Source: an optimization exercise on an open RTL-to-GDS flow (aim: small area, a short achievable clock period and few clock cycles). Production flows keep margins and buffers that such runs may drop. Where RTL was checked, it was by simulation tests only, not by an equivalence proof against the original. Only the layout flow was run in runs 1 and 2; the RTL was not checked for function there. Power is estimated from default activity; no workload was simulated.

===== design/flow/design.v =====
package rv_core_pkg;
    typedef enum logic [6:0] {
        OP_ARITH_R = 7'b0110011,
        OP_ARITH_I = 7'b0010011,
        OP_BRANCH  = 7'b1100011,
        OP_JAL     = 7'b1101111,
        OP_JALR    = 7'b1100111,
        OP_LOAD    = 7'b0000011,
        OP_STORE   = 7'b0100011,
        OP_LUI     = 7'b0110111,
        OP_AUIPC   = 7'b0010111
    } opcode_e;
    typedef enum logic [2:0] {
        F3_ADD_SUB = 3'b000,
        F3_SLL     = 3'b001,
        F3_SLT     = 3'b010,
        F3_SLTU    = 3'b011,
        F3_XOR     = 3'b100,
        F3_SRL_SRA = 3'b101,
        F3_OR      = 3'b110,
        F3_AND     = 3'b111
    } funct3_arith_e;
    typedef enum logic [2:0] {
        F3_BEQ  = 3'b000,
        F3_BNE  = 3'b001,
        F3_BLT  = 3'b100,
        F3_BGE  = 3'b101,
        F3_BLTU = 3'b110,
        F3_BGEU = 3'b111
    } funct3_branch_e;
    typedef enum logic [3:0] {
        ST_FETCH      = 4'b0001,
        ST_WAIT_FETCH = 4'b0010,
        ST_EXECUTE    = 4'b0100,
        ST_WAIT_MEM   = 4'b1000
    } core_state_e;
    typedef struct packed {
        logic [6:0] funct7;
        logic [4:0] rs2;
        logic [4:0] rs1;
        logic [2:0] funct3;
        logic [4:0] rd;
        logic [6:0] opcode;
    } instr_r_t;
    typedef struct packed {
        logic [11:0] imm;
        logic [4:0]  rs1;
        logic [2:0]  funct3;
        logic [4:0]  rd;
        logic [6:0]  opcode;
    } instr_i_t;
    typedef union packed {
        instr_r_t r;
        instr_i_t i;
    } instr_word_u;
    typedef struct packed {
        logic             arith_reg;
        logic             arith_imm;
        logic             branch;
        logic             jal;
        logic             jalr;
        logic             lui;
        logic             auipc;
        logic             load;
        logic             store;
        logic [4:0]       rd;
        logic [4:0]       rs1;
        logic [4:0]       rs2;
        logic [2:0]       funct3;
        logic             alt;
        logic [32-1:0] imm;
    } decoded_instr_t;
    typedef struct packed {
        logic [32-1:0] alu_result;
        logic [32-1:0] next_pc;
        logic [32-1:0] data_addr;
    } exec_result_t;
    typedef enum logic [1:0] {
        BUS_NONE  = 2'b00,
        BUS_LOAD  = 2'b01,
        BUS_STORE = 2'b10
    } bus_cmd_e;
    typedef struct packed {
        bus_cmd_e         cmd;
        logic [32-1:0] addr;
        logic [32-1:0] wdata;
    } bus_req_t;
endpackage
`timescale 1ns/1ps
module rv_core (
    input  logic             clk_in,
    input  logic             reset_in,
    output logic             wb_we,
    output logic             wb_stb,
    output logic             wb_cyc,
    output logic [32-1:0] wb_wdata,
    output logic [32-1:0] wb_addr,
    input  logic             wb_ack,
    input  logic [32-1:0] wb_rdata
);
    logic        run_q;       
    logic        mem_q;       
    logic        we_q;
    logic [29:0] addr_q;      
    logic [31:0] wdata_q;
    logic        ld_q;        
    logic [4:0]  ld_rd_q;
    assign wb_stb   = run_q;
    assign wb_cyc   = run_q;
    assign wb_we    = we_q;
    assign wb_addr  = {addr_q, 2'b00};
    assign wb_wdata = wdata_q;
    logic adv;
    assign adv = run_q & wb_ack;
    logic        x_valid;
    logic [29:0] x_pc;
    logic [31:0] x_rs1;
    logic [31:0] x_rs2;
    logic [31:0] x_imm;
    logic [4:0]  x_rd;
    logic [4:0]  x_rs1_idx;
    logic [4:0]  x_rs2_idx;
    logic [2:0]  x_f3;
    logic        x_alt;        
    logic        x_op;         
    logic        x_opimm;      
    logic        x_lui;
    logic        x_auipc;
    logic        x_jal;
    logic        x_jalr;
    logic        x_branch;
    logic        x_load;
    logic        x_store;
    logic        x_wr;         
    logic [31:0] regs [1:31];
    logic [31:0] opb;
    logic        sub;
    logic [32:0] sum33;
    logic [31:0] sum;
    logic        lt_u;
    logic        lt_s;
    logic        eq;
    logic        taken;
    logic [29:0] tgt;
    logic [29:0] link;
    logic [31:0] shin;
    logic [31:0] shrev;
    logic [32:0] shx;
    logic [31:0] shr;
    logic [31:0] shl;
    logic [31:0] alu;
    logic [31:0] result;
    logic        redirect;
    logic        ex_go;
    assign opb = (x_op | x_branch) ? x_rs2 : x_imm;
    assign sub = x_branch | ((x_op | x_opimm) & ((x_f3 == 3'd2) | (x_f3 == 3'd3))) |
                 (x_op & (x_f3 == 3'd0) & x_alt);
    assign sum33 = {1'b0, x_rs1} + {1'b0, opb ^ {32{sub}}} + {32'd0, sub};
    assign sum   = sum33[31:0];
    assign lt_u  = ~sum33[32];
    assign lt_s  = (x_rs1[31] ^ opb[31]) ? x_rs1[31] : sum[31];
    assign eq    = (x_rs1 == x_rs2);
    always_comb begin
        case (x_f3)
            3'd0:    taken = eq;
            3'd1:    taken = ~eq;
            3'd4:    taken = lt_s;
            3'd5:    taken = ~lt_s;
            3'd6:    taken = lt_u;
            3'd7:    taken = ~lt_u;
            default: taken = 1'b0;
        endcase
    end
    assign tgt  = x_pc + x_imm[31:2];
    assign link = x_pc + 30'd1;
    always_comb begin
        for (int i = 0; i < 32; i++) begin
            shrev[i] = x_rs1[31-i];
        end
    end
    assign shin = (x_f3 == 3'd1) ? shrev : x_rs1;
    assign shx  = $signed({x_alt & (x_f3 == 3'd5) & x_rs1[31], shin}) >>> opb[4:0];
    assign shr  = shx[31:0];
    always_comb begin
        for (int i = 0; i < 32; i++) begin
            shl[i] = shr[31-i];
        end
    end
    always_comb begin
        case (x_f3)
            3'd0:    alu = sum;
            3'd1:    alu = shl;
            3'd2:    alu = {31'd0, lt_s};
            3'd3:    alu = {31'd0, lt_u};
            3'd4:    alu = x_rs1 ^ opb;
            3'd5:    alu = shr;
            3'd6:    alu = x_rs1 | opb;
            default: alu = x_rs1 & opb;
        endcase
    end
    always_comb begin
        if (x_lui) begin
            result = x_imm;
        end else if (x_auipc) begin
            result = {tgt, 2'b00};
        end else if (x_jal | x_jalr) begin
            result = {link, 2'b00};
        end else begin
            result = alu;
        end
    end
    assign ex_go    = adv & ~mem_q & x_valid;
    assign redirect = x_jal | x_jalr | (x_branch & taken);
    logic [31:0] w;
    logic [6:0]  w_opc;
    logic        w_op, w_opimm, w_lui, w_auipc, w_jal, w_jalr, w_branch, w_load, w_store;
    logic [31:0] w_imm;
    logic [4:0]  w_rs1, w_rs2, w_rd;
    logic [31:0] w_rv1, w_rv2;
    logic        fwd_ok;
    assign w       = wb_rdata;
    assign w_opc   = w[6:0];
    assign w_op    = (w_opc == 7'b0110011);
    assign w_opimm = (w_opc == 7'b0010011);
    assign w_lui   = (w_opc == 7'b0110111);
    assign w_auipc = (w_opc == 7'b0010111);
    assign w_jal   = (w_opc == 7'b1101111);
    assign w_jalr  = (w_opc == 7'b1100111);
    assign w_branch= (w_opc == 7'b1100011);
    assign w_load  = (w_opc == 7'b0000011);
    assign w_store = (w_opc == 7'b0100011);
    assign w_rs1   = w[19:15];
    assign w_rs2   = w[24:20];
    assign w_rd    = w[11:7];
    always_comb begin
        if (w_store) begin
            w_imm = {{20{w[31]}}, w[31:25], w[11:7]};
        end else if (w_branch) begin
            w_imm = {{20{w[31]}}, w[7], w[30:25], w[11:8], 1'b0};
        end else if (w_lui | w_auipc) begin
            w_imm = {w[31:12], 12'h000};
        end else if (w_jal) begin
            w_imm = {{12{w[31]}}, w[19:12], w[20], w[30:21], 1'b0};
        end else begin
            w_imm = {{20{w[31]}}, w[31:20]};
        end
    end
    assign fwd_ok = ex_go & x_wr;
    logic [31:1] sel1, sel2;
    logic [31:0] rd1, rd2;
    always_comb begin
        rd1 = 32'd0;
        rd2 = 32'd0;
        for (int r = 1; r < 32; r++) begin
            sel1[r] = (w_rs1 == 5'(r));
            sel2[r] = (w_rs2 == 5'(r));
            rd1 = rd1 | (regs[r] & {32{sel1[r]}});
            rd2 = rd2 | (regs[r] & {32{sel2[r]}});
        end
    end
    assign w_rv1 = (fwd_ok && (w_rs1 == x_rd)) ? result : rd1;
    assign w_rv2 = (fwd_ok && (w_rs2 == x_rd)) ? result : rd2;
    logic        rf_we;
    logic [4:0]  rf_wa;
    logic [31:0] rf_wd;
    assign rf_we = mem_q ? (adv & ld_q) : (ex_go & x_wr);
    assign rf_wa = mem_q ? ld_rd_q : x_rd;
    assign rf_wd = mem_q ? wb_rdata : result;
    always_ff @(posedge clk_in) begin
        if (rf_we) begin
            regs[rf_wa] <= rf_wd;
        end
    end
    logic accept;      
    assign accept = adv & ~mem_q;
    always_ff @(posedge clk_in) begin
        if (!reset_in) begin
            run_q   <= 1'b0;
            mem_q   <= 1'b0;
            we_q    <= 1'b0;
            addr_q  <= 30'd0;
            x_valid <= 1'b0;
        end else begin
            run_q <= 1'b1;
            if (adv) begin
                if (mem_q) begin
                    mem_q  <= 1'b0;
                    we_q   <= 1'b0;
                    addr_q <= link;
                end else if (x_valid & (x_load | x_store)) begin
                    mem_q   <= 1'b1;
                    we_q    <= x_store;
                    addr_q  <= sum[31:2];
                    x_valid <= 1'b1;
                end else if (x_valid & redirect) begin
                    addr_q  <= x_jalr ? sum[31:2] : tgt;
                    x_valid <= 1'b0;
                end else begin
                    addr_q  <= addr_q + 30'd1;
                    x_valid <= 1'b1;
                end
            end
        end
    end
    always_ff @(posedge clk_in) begin
        if (ex_go) begin
            wdata_q <= x_rs2;
            ld_q    <= x_load & (x_rd != 5'd0);
            ld_rd_q <= x_rd;
        end
    end
    always_ff @(posedge clk_in) begin
        if (accept) begin
            x_pc      <= addr_q;
            x_rs1     <= w_rv1;
            x_rs2     <= w_rv2;
            x_imm     <= w_imm;
            x_rd      <= w_rd;
            x_rs1_idx <= w_rs1;
            x_rs2_idx <= w_rs2;
            x_f3      <= w[14:12];
            x_alt     <= w[30];
            x_op      <= w_op;
            x_opimm   <= w_opimm;
            x_lui     <= w_lui;
            x_auipc   <= w_auipc;
            x_jal     <= w_jal;
            x_jalr    <= w_jalr;
            x_branch  <= w_branch;
            x_load    <= w_load;
            x_store   <= w_store;
            x_wr      <= (w_op | w_opimm | w_lui | w_auipc | w_jal | w_jalr) &
                         (w_rd != 5'd0);
        end else if (adv & mem_q & ld_q) begin
            if (x_rs1_idx == ld_rd_q) begin
                x_rs1 <= wb_rdata;
            end
            if (x_rs2_idx == ld_rd_q) begin
                x_rs2 <= wb_rdata;
            end
        end
    end
endmodule

===== design/flow/run.sh =====
#!/bin/bash
# synth_recipe.tcl (not shown) runs the flow's synth.tcl, then flattens the netlist and writes it again
# the make line also repeats each setting of config.mk as NAME=value (left out here)
make -C /OpenROAD-flow-scripts/flow DESIGN_CONFIG=/design/flow/config.mk WORK_HOME=/design/flow/orfs CLKGATE_MAP_FILE= SYNTH_SCRIPT=/design/flow/synth_recipe.tcl finish

===== design/flow/config.mk =====
export PLATFORM = sky130hd
export DESIGN_NAME = rv_core
export DESIGN_NICKNAME = rv_core
export VERILOG_FILES = /design/flow/design.v
export SDC_FILE = /design/flow/constraint.sdc
export NUM_CORES = 4
export LEC_CHECK = 0
export ABC_CLOCK_PERIOD_IN_PS = 5000
export CAP_MARGIN = 20
export CORE_MARGIN = 2
export CORE_UTILIZATION = 40
export PLACE_DENSITY = 0.6
export SETUP_SLACK_MARGIN = 5
export SLEW_MARGIN = 20

===== design/flow/constraint.sdc =====
create_clock -name core_clock -period 10.0 [get_ports {clk_in}]
set_input_delay 2.0000 -clock core_clock [delete_from_list [all_inputs] [get_ports {clk_in}]]
set_output_delay 2.0000 -clock core_clock [all_outputs]
set_load 0.01 [all_outputs]

==> flow_summary.json, run 1 <==
{
  "core_um2": 152300,
  "rsz0062_at_grt": "true",
  "power_mw": 12.59,
  "max_slew_margin_pct": 14.45,
  "grt_pass1_wl_um": 446700,
  "gr-usage-met1_pct": 51.76,
  "final_cell_mix": "edfxtp_1, buf_4, a221oi_1, a22o_1, a22oi_1",
  "grt_max_degree": 61,
  "clock_skew_ns": 0.05191,
  "power_frac_clock_pct": 40.8,
  "gr-usage-met3_pct": 20.33,
  "htreeDepth": 4,
  "wl_um": 342800,
  "power.density_nw_per_um2": 166.1,
  "gr-total-overflow": 0,
  "finalHoldViolCount": 0,
  "yosysSeqAreaShare_pct": 59.01,
  "initial_core_util_pct": 40.36,
  "drtAntennaViolNets": 0,
  "end_kind": "flop",
  "syn_inst": 4900,
  "hp-start": "we_q",
  "synth.cell_area_um2": 61450,
  "drive_gt1_share_pct": 20.94,
  "rr_worst_depth": 22,
  "top_usage_layer": "met2",
  "fin_ws_ns": 4.703,
  "ys_types": 96,
  "synth_edf_count": 1185,
  "grt_use_met2_pct": 56.24,
  "dpl_cell_area_um2": 66020,
  "die_area_um2": 156800,
  "stdcell_count": 7402,
  "fin_setup_tns_ns": 0,
  "vias": 57796,
  "place_ws_ns": 2.567,
  "ys_ff_latch": 1219,
  "fin_nets": 5422,
  "io_buffers": 99,
  "rows": 143,
  "crit_arrival_ns": 6.01,
  "switchingPower_mw": 3.390,
  "hp-class": "reg2reg",
  "clock_latency_ns": 0.82,
  "wl_per_cell_um": 46.31,
  "grt_usage_pct": 41.58,
  "setup.worst_path.start": "x_op",
  "via_per_inst": 7.808,
  "utilization_pct": 49.77,
  "critPathMaxFanout": 6,
  "worst_pin_slew_ns": 1.283,
  "finalInstanceArea_um2": 75790,
  "crit_required_ns": 10.71,
  "cts_tree": "yes",
  "whs_path_depth": 2,
  "dp.cells": 6877,
  "p_leak_nw": 25.75,
  "drtPass1Iterations": 14,
  "maxSlewViolCount": 0,
  "cts_made_buffers": 133,
  "worstHoldEndpoint": "we_q",
  "swShare_pct": 26.92,
  "ys_warn_count": 1,
  "yosys_most_used_dff": "edfxtp_1",
  "fmaxAchievable_mhz": 188.8,
  "die_y_um": 396.0,
  "nFillCells": 13033,
  "path_clk_slew_ns": 0.06,
  "drtIter0Drc": 13798,
  "power_frac_comb_pct": 12.8,
  "min_period_over_period_pct": 52.97,
  "dpl.hpwl_um": 200800,
  "ir_drop_v": 0.0001484,
  "start_kind": "flop",
  "internal-power_mw": 9.200,
  "ios": 102,
  "syn_to_final_growth_pct": 23.33,
  "antenna_found_initial": 24,
  "crit_type": "reg2reg",
  "rr_endpoint": "addr_q[7]",
  "seq_power_share_pct": 46.3,
  "final_common_cell": "edfxtp_1",
  "first_global_vias": 52367,
  "status": "complete, no violations",
  "cts_root_buffer": "clkbuf_16",
  "syn_avg_cell_area_um2": 12.54,
  "async_reset_ff_share_pct": 0,
  "drc": 0,
  "die_w_um": 396.0,
  "hold_ws_ns": 0.5168,
  "finalSetupViolCount": 0,
  "max-cap-violations": 0,
  "clockBufferDepth": 3,
  "rrSetupSlack_ns": 4.70,
  "clock-sinks": 1219,
  "worstReg2RegStart": "x_op",
  "period_minus_slack_ns": 5.297,
  "globalplace.congestion": 1.107
}
registers in the layout (all words and copies together), names as in the netlist, 30 cells and up:
| signal | flops |
|---|---|
| x_rs1 | 32 |
| x_rs2 | 32 |
| regs | 992 |
| x_pc | 30 |
| x_imm | 32 |
| wdata_q | 32 |
| addr_q | 30 |
worst max-delay path by stage:
stage,to
3_3_place_gp,regs[2][22]
4_1_cts,regs[26][26]
3_5_place_dp,regs[28][22]
6_report,addr_q[7]
2_1_floorplan,regs[10][26]
5_1_grt,regs[26][26]
Yosys cell counts (10+ instances only):
master | count | area [um^2]
a22oi_1 | 304 | 2282
nand2b_1 | 25 | 156.4
a21o_1 | 56 | 420.4
nand4_1 | 159 | 994.7
mux2i_1 | 164 | 1642
a31oi_1 | 23 | 143.9
o31ai_1 | 15 | 112.6
clkbuf_1 | 284 | 1066
or3_1 | 10 | 62.56
nor2_1 | 268 | 1006
edfxtp_1 | 1185 | 35580
o21ai_0 | 150 | 750.7
a22o_1 | 305 | 2671
dfxtp_1 | 34 | 680.7
o211ai_1 | 23 | 172.7
a21oi_1 | 208 | 1041
ha_1 | 126 | 1577
o32ai_1 | 11 | 96.34
xor2_1 | 62 | 543.0
nor3_1 | 89 | 445.4
o21a_1 | 15 | 112.6
inv_1 | 98 | 367.9
nor4_1 | 14 | 87.58
xnor2_1 | 136 | 1191
nand3_1 | 116 | 580.6
a221o_1 | 20 | 200.2
a221oi_1 | 333 | 2917
and3_1 | 29 | 181.4
and2_1 | 17 | 106.4
o22ai_1 | 11 | 68.82
nor2b_1 | 16 | 100.1
mux2_2 | 25 | 281.5
o21bai_1 | 19 | 142.6
a211oi_1 | 25 | 187.7
o221ai_1 | 28 | 245.2
buf_1 | 47 | 176.4
nand2_1 | 207 | 777.0
a222oi_1 | 64 | 640.6
final cells by class:
| type | count | area (um^2) | area share (%) |
|---|---|---|---|
| inverter | 106 | 420.4 | 0.5547 |
| tap | 2030 | 2540 | 3.351 |
| multi-input combinational | 3242 | 26620 | 35.13 |
| sequential | 1219 | 36270 | 47.86 |
| clock buffer | 155 | 3496 | 4.613 |
| timing repair buffer | 557 | 5472 | 7.220 |
| clock inverter | 79 | 929.6 | 1.227 |
| antenna | 14 | 35.03 | 0.04623 |
power groups by stage:
stage	Clock (mW)	Sequential (mW)	Combinational, mW
after CTS	5.11	5.82	1.38
after floorplan	0	5.87	0.676
after detailed placement	0	5.93	1.22
after global routing	5.31	5.83	1.64
after global placement	0	5.93	1.21
final	5.14	5.83	1.62
kinds of logic (layout without fill, tap and decap cells):
kind of cell	after synthesis	after routing	share of synthesized area, %
other	1	16	0.006103
flip-flops	1219	1219	59.01
AND/OR/NAND/NOR	993	993	7.874
XOR/XNOR	199	199	2.849
adder cells (fa/ha/maj)	128	128	2.631
buffers and inverters	459	897	2.938
multiplexers	198	210	3.394
AO/OA/AOI/OAI	1703	1710	21.29
worst max-delay path, cell delays in order, from the launching register on:
cell and delay [ns]:
edfxtp_1 0.45, or2_4 0.27, a31oi_4 0.20, nand2_4 0.15
buf_12 0.17, buf_12 0.15, xnor2_4 0.22, ha_4 0.25
a21oi_1 0.14, nor2b_1 0.08, o41a_1 0.47, nand3_4 0.17
nand3_4 0.13, a2111o_1 0.44, nand4_1 0.30, o221a_4 0.36
o21ai_4 0.11, buf_12 0.18, buf_12 0.13, buf_16 0.14
or4b_1 0.46, o2111ai_1 0.10, a21oi_1 0.09
repair_timing:
action,4_1_cts,5_1_grt
pin swaps,84,109
hold buffers,0,0
resized for setup,310,236
gates cloned,23,17
setup endpoints to repair,1868,1604
buffers inserted,147,90
metal layers:
metal	share of wire (%)	vias up
li1	-	20958
met1	34	28027
met2	38	6775
met3	18	1998
met4	9.4	38
met5	0.28	-
==> inputs of run 2 (changes only) <==
--- a/design/flow/config.mk
+++ b/design/flow/config.mk
@@ -6,9 +6,7 @@
 export NUM_CORES = 4
 export LEC_CHECK = 0
-export ABC_CLOCK_PERIOD_IN_PS = 5000
 export CAP_MARGIN = 20
 export CORE_MARGIN = 2
 export CORE_UTILIZATION = 40
 export PLACE_DENSITY = 0.6
-export SETUP_SLACK_MARGIN = 5
 export SLEW_MARGIN = 20
==> run 2 against run 1 <==
  * Still clean on timing, DRC and antenna
  * Flip-flop and latch count stayed put
  * Synthesized cell count did not move
  * Sequential share of layout area rose by 3.7 points
  * Synthesized area unchanged
  * Clock power down 2%
  * Sequential power is essentially flat
  * Worst setup slack worse by 2.0 ns
  * Critical path depth is 2 lower
  * Clock skew shrank 0.017 ns
  * Critical path type unchanged
  * Critical endpoint is now regs[25][26]
  * Largest power group unchanged
==> flow_summary.json, run 2 <==
{
  "fin_ws_ns": 2.731,
  "yosys_most_used_dff": "edfxtp_1",
  "core_um2": 152300,
  "cts_made_buffers": 131,
  "max-cap-violations": 0,
  "clock_skew_ns": 0.03531,
  "power_mw": 12.15,
  "dpl_cell_area_um2": 65860,
  "first_global_vias": 50018,
  "yosysSeqAreaShare_pct": 59.01,
  "max_slew_margin_pct": 14.26,
  "postCtsSetupBuffers": 0,
  "maxSlewViolCount": 0,
  "initial_core_util_pct": 40.36,
  "drive_gt1_share_pct": 11.49,
  "synth_top_cell_by_area": "edfxtp_1",
  "dpl.hpwl_um": 201800,
  "worstHoldEndpoint": "we_q",
  "grt_pass1_wl_um": 429600,
  "ys_types": 96,
  "hp-class": "reg2reg",
  "critPathMaxFanout": 41,
  "globalplace.congestion": 1.065,
  "dp.cells": 6862,
  "register_area_um2": 36270,
  "finalInstanceArea_um2": 70370,
  "synth.cell_area_um2": 61450,
  "final_common_cell": "edfxtp_1",
  "whs_path_depth": 2,
  "status": "complete, no violations",
  "cts_tree": "yes",
  "antenna_found_initial": 13,
  "rr_worst_depth": 20,
  "io_buffers": 99,
  "hp-start": "we_q",
  "wl_per_cell_um": 45.67,
  "critical_path_buf_inv_count": 4,
  "yosysMostFrequentCell": "edfxtp_1",
  "drtPass1Iterations": 12,
  "clock-sinks": 1219,
  "die_y_um": 396.0,
  "die_area_um2": 156800,
  "grt_max_degree": 60,
  "final_cell_mix": "edfxtp_1, a221oi_1, a22o_1, a22oi_1, nand2_1",
  "path_clk_slew_ns": 0.06,
  "ios": 102,
  "fmaxAchievable_mhz": 137.6,
  "die_w_um": 396.0,
  "critical_path.top_delay_family": "compound AO/OA/AOI/OAI gates",
  "worstReg2RegStart": "x_f3[2]",
  "finalHoldViolCount": 0,
  "synth_edf_count": 1185,
  "crit_arrival_ns": 7.74,
  "rrSetupSlack_ns": 2.73,
  "ys_warn_count": 1,
  "synth_area_leaders": "edfxtp_1, a221oi_1, a22o_1, a22oi_1, mux2i_1",
  "drtAntennaViolNets": 0,
  "hold_ws_ns": 0.4949,
  "cts_hold_buf": 0,
  "path_common_cell": "a211oi_1",
  "start_kind": "flop",
  "post_cts_resized": 0,
  "worst_pin_slew_ns": 1.276,
  "fin_setup_tns_ns": 0,
  "period_minus_slack_ns": 7.269,
  "syn_inst": 4900,
  "yosysTopAreaCellShare_pct": 57.91,
  "syn_avg_cell_area_um2": 12.54,
  "rr_endpoint": "regs[25][26]",
  "drc": 0,
  "stdcell_count": 7105,
  "htreeDepth": 4,
  "clock_latency_ns": 0.79,
  "min_period_over_period_pct": 72.69,
  "largest_reg_flops": 992,
  "finalSetupViolCount": 0,
  "crit_required_ns": 10.47,
  "crit_type": "reg2reg",
  "cts_root_buffer": "clkbuf_16",
  "drtIter0Drc": 13212,
  "multi_input_area_um2": 24360,
  "vias": 54513,
  "via_per_inst": 7.672,
  "async_reset_ff_share_pct": 0,
  "slowest_delay_ns": 0.81,
  "power.density_nw_per_um2": 172.6,
  "ir_drop_v": 0.0001884,
  "synth_common_cells": "edfxtp_1, a221oi_1, a22o_1, a22oi_1, clkbuf_1",
  "gr-total-overflow": 0,
  "nFillCells": 13548,
  "clockBufferDepth": 3,
  "wl_um": 324500,
  "p_leak_nw": 23.57,
  "ys_ff_latch": 1219,
  "path_cells": "buf_4 -> clkinv_1 -> a31oi_1 -> nand2_2 -> buf_4 -> xnor2_1 -> inv_1 -> fa_1 -> nand2b_1 -> a211oi_1 -> o41a_1 -> nand3_1 -> a211oi_1 -> o22ai_1 -> o311a_1 -> xnor2_1 -> a211oi_1 -> nor4_1 -> nor3_1 -> a21oi_4",
  "rows": 143,
  "rsz0062_at_grt": "false",
  "grt_usage_pct": 39.98,
  "end_kind": "flop",
  "utilization_pct": 46.22,
  "top_register": "regs",
  "crit_slowest_cell": "clkinv_1",
  "place_ws_ns": 2.581,
  "fin_nets": 5132,
  "syn_to_final_growth_pct": 14.52
}
[run 2: how the worst max path moves through the flow]
| stage | slack (ns) | start | depth (start not counted) | end |
|---|---|---|---|---|
| detailed placement | 2.58 | x_f3[2] | 20 | regs[29][26] |
| CTS | 2.56 | x_f3[2] | 20 | regs[9][26] |
| finish | 2.73 | x_f3[2] | 20 | regs[25][26] |
| global route | 2.54 | x_f3[2] | 20 | regs[11][26] |
| floorplan | 3.63 | x_op | 19 | regs[10][17] |
| global placement | 2.69 | x_f3[2] | 20 | regs[22][26] |
[run 2: area by class of cell]
cell class | instances | share of cell area (%)
Sequential cell | 1219 | 51.54
Antenna cell | 3 | 0.01067
Multi-Input combinational cell | 3223 | 34.62
Inverter | 106 | 0.5689
Timing Repair Buffer | 288 | 3.487
Clock inverter | 80 | 1.182
Clock buffer | 156 | 4.987
Tap cell | 2030 | 3.609
[run 2: logic make-up after synthesis]
family	after synthesis	synth area share, %
buffers and inverters	459	2.938
flip-flops	1219	59.01
AND/OR/NAND/NOR	993	7.874
adder cells (fa/ha/maj)	128	2.631
other	1	0.006103
XOR/XNOR	199	2.849
AO/OA/AOI/OAI	1703	21.29
multiplexers	198	3.394
[run 2: routing by layer]
layer,track usage (%),wire [um]
met1,50.45,112000
met2,55.94,129000
met3,17.62,56390
met4,24.47,26750
met5,0.7081,276
[run 2: tightest hold or removal path, cell delays in order, from the launching register on]
cell	delay [ns]
dfxtp_1	0.31
o21ai_0	0.06
a21boi_0	0.07
[run 2: power breakdown]
group / leakage (nW) / switching (mW) / total [mW] / internal (mW)
Clock: 2.12 / 2.16 / 5.02 / 2.86
Sequential: 11.1 / 0.102 / 5.83 / 5.72
Combinational: 10.3 / 0.929 / 1.30 / 0.373
==> inputs of run 3 (changes only) <==
--- a/design/flow/design.v
+++ b/design/flow/design.v
@@ -247,18 +247,8 @@
     end
     assign fwd_ok = ex_go & x_wr;
-    logic [31:1] sel1, sel2;
-    logic [31:0] rd1, rd2;
-    always_comb begin
-        rd1 = 32'd0;
-        rd2 = 32'd0;
-        for (int r = 1; r < 32; r++) begin
-            sel1[r] = (w_rs1 == 5'(r));
-            sel2[r] = (w_rs2 == 5'(r));
-            rd1 = rd1 | (regs[r] & {32{sel1[r]}});
-            rd2 = rd2 | (regs[r] & {32{sel2[r]}});
-        end
-    end
-    assign w_rv1 = (fwd_ok && (w_rs1 == x_rd)) ? result : rd1;
-    assign w_rv2 = (fwd_ok && (w_rs2 == x_rd)) ? result : rd2;
+    assign w_rv1 = (fwd_ok && (w_rs1 == x_rd)) ? result :
+                   (w_rs1 == 5'd0) ? 32'd0 : regs[w_rs1];
+    assign w_rv2 = (fwd_ok && (w_rs2 == x_rd)) ? result :
+                   (w_rs2 == 5'd0) ? 32'd0 : regs[w_rs2];
     logic        rf_we;
     logic [4:0]  rf_wa;
@@ -273,5 +263,5 @@
     end
     logic accept;      
-    assign accept = adv & ~mem_q;
+    assign accept = adv & ~mem_q & ~(x_valid & redirect);
     always_ff @(posedge clk_in) begin
         if (!reset_in) begin
==> run 3 against run 2 <==
  * Still clean on timing, DRC and antenna
  * Critical path type unchanged
  * Critical path depth grew 1
  * Combinational power grew 25%
  * Power grew 2.7%
==> flow_summary.json, run 3 <==
{
  "status": "complete, no violations",
  "gr-total-overflow": 0,
  "p_leak_nw": 25.67,
  "cts_tree": "yes",
  "critical_path.top_delay_family": "compound AO/OA/AOI/OAI gates",
  "grt_pass1_wl_um": 364200,
  "drtIter0Drc": 6616,
  "cts_root_buffer": "clkbuf_16",
  "clock_skew_ns": 0.06262,
  "rrSetupSlack_ns": 2.18,
  "yosysMostFrequentCell": "edfxtp_1",
  "async_reset_ff_share_pct": 0,
  "wl_met3_um": 23830,
  "syn_inst": 4864,
  "clockBufferDepth": 3,
  "syn_to_final_growth_pct": 12.62,
  "critical_path_buf_inv_count": 5,
  "postCtsSetupBuffers": 0,
  "slowest_delay_ns": 0.70,
  "cts_made_buffers": 137,
  "die_w_um": 414.2,
  "wl_per_cell_um": 36.31,
  "crit_type": "reg2reg",
  "crit_slowest_cell": "o221ai_4",
  "crit_arrival_ns": 8.36,
  "cts_hold_buf": 0,
  "synth.cell_area_um2": 67310,
  "final_cell_mix": "edfxtp_1, mux4_2, mux2i_1, nand2_1, a21oi_1",
  "synth_area_leaders": "edfxtp_1, mux4_2, mux2i_1, ha_1, a21oi_1",
  "register_area_um2": 36270,
  "dpl.hpwl_um": 169300,
  "rr_endpoint": "x_rs1[27]",
  "io_buffers": 99,
  "hp-class": "reg2reg",
  "synth-simple-area-share_pct": 6.232,
  "drtPass1Iterations": 6,
  "synth_top_family_by_area": "multiplexers",
  "worst_pin_slew_ns": 1.248,
  "start_kind": "flop",
  "fin_setup_tns_ns": 0,
  "whs_path_depth": 2,
  "finalHoldViolCount": 0,
  "clock-sinks": 1219,
  "wl_met1_um": 96370,
  "synth_top_cell_by_area": "edfxtp_1",
  "synth_xor_area_share_pct": 2.511,
  "dr_wl_met2_um": 123800,
  "hp-start": "we_q",
  "critPathMaxFanout": 110,
  "ir_drop_v": 0.0001292,
  "top_register": "regs",
  "yosys.area_share.adder_pct": 2.402,
  "ys_warn_count": 1,
  "drtAntennaViolNets": 0,
  "dp.cells": 6967,
  "stdcell_count": 7222,
  "finalSetupViolCount": 0,
  "worstReg2RegStart": "x_f3[0]",
  "rows": 150,
  "wl_um": 262200,
  "htreeDepth": 4,
  "rsz0062_at_grt": "false",
  "drc": 0,
  "via_per_inst": 6.623,
  "max-cap-violations": 0,
  "multi_input_area_um2": 29580,
  "dpl_cell_area_um2": 71320,
  "largest_reg_flops": 992,
  "path_cells": "buf_4 -> or3_1 -> o221ai_4 -> buf_4 -> xnor2_1 -> ha_1 -> o21ai_0 -> o21ai_0 -> a41oi_1 -> a2111oi_0 -> a21boi_1 -> o31ai_1 -> a221oi_1 -> o21ai_2 -> buf_4 -> nand2_2 -> nand2_2 -> inv_6 -> buf_4 -> o221ai_1 -> o21a_1",
  "end_kind": "flop",
  "synth_mux_area_share_pct": 21.45,
  "synth_common_cells": "edfxtp_1, mux4_2, mux2i_1, nor2_1, nand2_1",
  "hold_ws_ns": 0.4978,
  "grt_usage_pct": 29.99,
  "highest_layer": "met5",
  "yosys_most_used_dff": "edfxtp_1",
  "grt_max_degree": 112,
  "ys_types": 98,
  "worstHoldEndpoint": "we_q",
  "fin_nets": 5065,
  "path_clk_slew_ns": 0.06,
  "maxSlewViolCount": 0,
  "die_area_um2": 171600,
  "antenna_found_initial": 14,
  "first_global_vias": 46603,
  "globalplace.congestion": 0.9949,
  "yosysTopAreaCellShare_pct": 52.86,
  "final_common_cell": "edfxtp_1",
  "min_period_over_period_pct": 78.23,
  "power_mw": 12.48,
  "crit_required_ns": 10.54,
  "period_minus_slack_ns": 7.823,
  "drive_gt1_share_pct": 19.70,
  "max_slew_margin_pct": 16.80,
  "vias": 47829,
  "clock_latency_ns": 0.81,
  "post_cts_resized": 0,
  "ios": 102,
  "synth_compound_area_share_pct": 10.65,
  "ys_ff_latch": 1219,
  "die_y_um": 414.2,
  "nFillCells": 14694,
  "initial_core_util_pct": 40.25,
  "fmaxAchievable_mhz": 127.8,
  "yosysSeqAreaShare_pct": 53.87,
  "synth_edf_count": 1185,
  "rr_worst_depth": 21,
  "finalInstanceArea_um2": 75810,
  "core_um2": 167200,
  "power.density_nw_per_um2": 164.6,
  "syn_avg_cell_area_um2": 13.84,
  "path_common_cell": "buf_4"
}
run 3: cell types whose count changed after synthesis, sizes merged, moves of 64 or more:
| cell | previous run | this run |
|---|---|---|
| clkbuf | 285 | 219 |
| mux2i | 167 | 367 |
| nand4 | 159 | 26 |
| a221oi | 334 | 75 |
| a21oi | 209 | 285 |
| a22oi | 304 | 25 |
| a22o | 305 | 10 |
| a222oi | 64 | 0 |
| buf | 68 | 138 |
| mux4 | 4 | 465 |
| nand2 | 207 | 293 |
run 3: worst max-delay path by stage:
stage | startpoint | to | slack, ns | cells past startpoint
after floorplan | x_branch | regs[10][20] | 3.82 | 20
after global placement | x_f3[0] | x_rs1[27] | 2.33 | 21
after detailed placement | x_f3[0] | x_rs1[27] | 2.37 | 21
after CTS | x_f3[0] | x_rs1[27] | 2.33 | 21
after global routing | x_f3[0] | x_rs1[27] | 1.77 | 21
final | x_f3[0] | x_rs1[27] | 2.18 | 21
run 3: layout make-up:
type,count,area share [%]
tap,2204,3.638
clock buffer,165,4.814
inverter,118,0.5975
multi-input combinational,3171,39.02
timing repair buffer,255,2.992
antenna,8,0.02641
clock inverter,82,1.069
sequential,1219,47.84
run 3: kinds of logic after synthesis:
logic type      after synthesis
other cells                   1
buf+inv                     475
simple gates                923
fa+ha+maj                   128
compound gates             1067
flops                      1219
mux                         858
xor+xnor                    193
run 3: through the flow:
stage	setup WS (ns)	util, %
floorplan	3.816	-
global placement	2.331	42.63
detailed placement	2.373	42.65
CTS	2.331	45.32
global route	1.766	45.33
finish	2.177	45.33
run 3: power breakdown:
part | internal [mW] | switching, mW
clock | 2.91 | 2.14
combinational | 0.554 | 1.07
sequential | 5.72 | 0.0907
total | 9.18 | 3.30
run 3: tightest hold or removal path: stages (launching register included):
cell	delay (ns)
dfxtp_1	0.31
o21ai_0	0.06
a21boi_0	0.07
run 3: per-layer routing:
layer / track usage, % / vias up
li1: - / 19652
met1: 37.44 / 24509
met2: 48.40 / 2918
met3: 5.883 / 746
met4: 18.09 / 4
met5: 0 / -
Testbench counts of run 3, summed over its fixed seeds: cycles 14,862.

[what the ideal ports hide]
No port has a modelled driver above. Below, the same layouts with a new extraction and two added sets of constraints.
Step 1: set_driving_cell puts a clkbuf_16 on clk_in and a buf_2 on each other input, an assumption about the parent block.
Step 2 times the ports against the registers' clock, not the clock port: input delays grow and output delays shrink by t, the midpoint of the rising clock arrivals with the driver on.
a / b / c = ideal / step 1 / step 2; a / b = the first two.
run	shift t [ns]	slack for setup (ns)	latest minus earliest clock arrival (ns)
run 1	0.872	4.703 / 4.703 / 4.023	0.052 / 0.052
run 2	0.855	2.731 / 2.731 / 2.731	0.037 / 0.037
run 3	0.862	2.177 / 2.177 / 2.177	0.064 / 0.064
After both steps every run listed still meets setup and hold. For run 1, which loses most, drivers alone change the setup slack by 0.000 ns; drivers and shift together by -0.680 ns.
